From an optimization exercise on the open Yosys and OpenROAD flow, aimed at a short achievable clock period and few clock cycles; shortcuts taken in it are not production practice.
In this exercise RTL edits were held to simulation tests only and were not proved equivalent to the original.
Power and IR drop assume default switching activity.

==> flow/design.v (excerpt) <==
module aes_noc_feeder (
  input  logic         clk,
  input  logic         reset,
  input  logic         key_wr_en,
  input  logic [4:0]   key_wr_addr,
  input  logic [63:0]  key_wr_data,
  input  logic         key_load,
  input  logic [127:0] iv_data,
  input  logic         iv_load,
  input  logic         pt_valid,
  output logic         pt_ready,
  input  logic [127:0] pt_data,
  output logic         ct_valid,
  input  logic         ct_ready,
  output logic [127:0] ct_data,
  output logic [63:0]  noc_tx_lo,
  output logic [7:0]   noc_tx_cmd,
  output logic         noc_tx_valid,
  input  logic         noc_tx_rdy,
  input  logic [63:0]  noc_rx_lo,
  input  logic [7:0]   noc_rx_cmd,
  input  logic         noc_rx_valid,
  output logic         noc_rx_rdy,
  output logic         busy,
  output logic         timeout,
  output logic [15:0]  blocks_done
);
clock: 5.5 ns
lec_check: 0
cap_margin: 20
core_margin: 2
core_utilization: 40
setup_slack_margin: 3.0
slew_margin: 20
standard.sh (not shown) runs the stock make flow with config.mk's settings and CLKGATE_MAP_FILE= SYNTH_SCRIPT=/design/flow/synth_recipe.tcl, a recipe that flattens the netlist after the stock synthesis.
==> flow/flow/run.sh <==
#!/bin/bash
# The standard layout, except that after floorplan flow/cones.tcl rebuilds the gates
# that drive pt_ready, noc_tx_valid and ct_valid (see flow/cones_spec.tcl).
set -euo pipefail
export POST_FLOORPLAN_TCL="$PWD/flow/cones.tcl"
bash standard.sh > "$PWD/standard.log" 2>&1
Other scripts of this flow, unchanged in this note and not shown: flow/flow/cones.tcl, flow/flow/cones_spec.tcl
Testbench counts at the start, summed over its fixed seeds: cycles 2,880.
Change:
--- a/flow/flow/run.sh
+++ b/flow/flow/run.sh
@@ -3 +3,3 @@
-# that drive pt_ready, noc_tx_valid and ct_valid (see flow/cones_spec.tcl).
+# that drive pt_ready, noc_tx_valid and ct_valid (see flow/cones_spec.tcl), and the pins of
+# the response/handshake signals those gates join are placed side by side; after detailed
+# placement flow/near.tcl moves those gates beside their output buffers.
@@ -5,0 +8,2 @@
+export POST_DETAIL_PLACE_TCL="$PWD/flow/near.tcl"
+export PLACE_PINS_ARGS='-group_pins {noc_rx_valid noc_rx_cmd[0] noc_rx_cmd[1] noc_rx_cmd[2] noc_rx_cmd[3] noc_rx_cmd[4] noc_rx_cmd[5] noc_rx_cmd[6] noc_rx_cmd[7] ct_ready noc_tx_rdy pt_ready noc_tx_valid ct_valid}'
==> flow/flow/near.tcl (new file) <==
# After detailed placement: put the gates that flow/cones.tcl built for each output port
# beside that port's output buffer, so the long wire to them is driven by the input
# buffers rather than by the last gate, then legalize again.
set near_block [ord::get_db_block]
foreach port {pt_ready noc_tx_valid ct_valid} {
  set net [$near_block findNet $port]
  set buf ""
  foreach it [$net getITerms] { if {[$it isOutputSignal]} { set buf [$it getInst] } }
  if {$buf == ""} { continue }
  set loc [$buf getLocation]
  foreach suffix {y ca cb cc ld st} {
    set inst [$near_block findInst "cone_${port}_$suffix"]
    if {$inst == "NULL" || $inst == ""} { continue }
    $inst setLocation [lindex $loc 0] [lindex $loc 1]
    puts "near.tcl: [$inst getName] to $loc"
  }
}
detailed_placement
check_placement

# Likewise the registers that drive noc_tx_lo and noc_tx_cmd: beside their output buffers.
set near_moved 0
foreach bt [$near_block getBTerms] {
  set pname [$bt getName]
  if {![string match "noc_tx_lo*" $pname] && ![string match "noc_tx_cmd*" $pname]} { continue }
  set net [$bt getNet]
  set buf ""
  foreach it [$net getITerms] { if {[$it isOutputSignal]} { set buf [$it getInst] } }
  if {$buf == ""} { continue }
  set a [$buf findITerm A]
  if {$a == "NULL" || $a == ""} { continue }
  set inet [$a getNet]
  foreach it [$inet getITerms] {
    if {![$it isOutputSignal]} { continue }
    set drv [$it getInst]
    if {[regexp {fxtp} [[$drv getMaster] getName]]} {
      set loc [$buf getLocation]
      $drv setLocation [lindex $loc 0] [lindex $loc 1]
      incr near_moved
    }
  }
}
puts "near.tcl: moved $near_moved registers beside their output buffers"
detailed_placement
check_placement
CORE_UTILIZATION = 55   (was 40)
Outcome:
- clock power hardly moves
- via count increases by 3.9%
- cell area is higher by about 1.2%
- count of clock-buffer cells in the layout came out lower by 13

re-timing with driven ports:
How much do the figures lean on ideal ports? The routed layouts below were timed once more, with nothing changed but the port constraints. Step 1 assumes that a clkbuf_16 drives the clock port and a buf_2 every other input. Step 2 moves the port delays by t, midway between the first and last clock arrival at a register: inputs arrive t later, outputs are due t later. That takes back most of the time a late clock gives input paths. a / b / c = no drivers / after step 1 / after step 2; a / b = the first two.
| run | shift t [ns] | setup slack, ns | worst hold slack (ns) | worst setup path after step 2 | cell pins on the clock port's net |
|---|---|---|---|---|---|
| the first run | 0.925 | 2.609 / 2.492 / 1.896 | 0.435 / 0.395 / 0.453 | input to register | 1 |
| the second run | 0.919 | 2.644 / 2.591 / 1.811 | 0.437 / 0.389 / 0.454 | input to register | 1 |
After both steps every run listed still meets setup and hold. For the second run, which loses most, drivers alone change the setup slack by -0.053 ns; drivers and shift together by -0.833 ns.
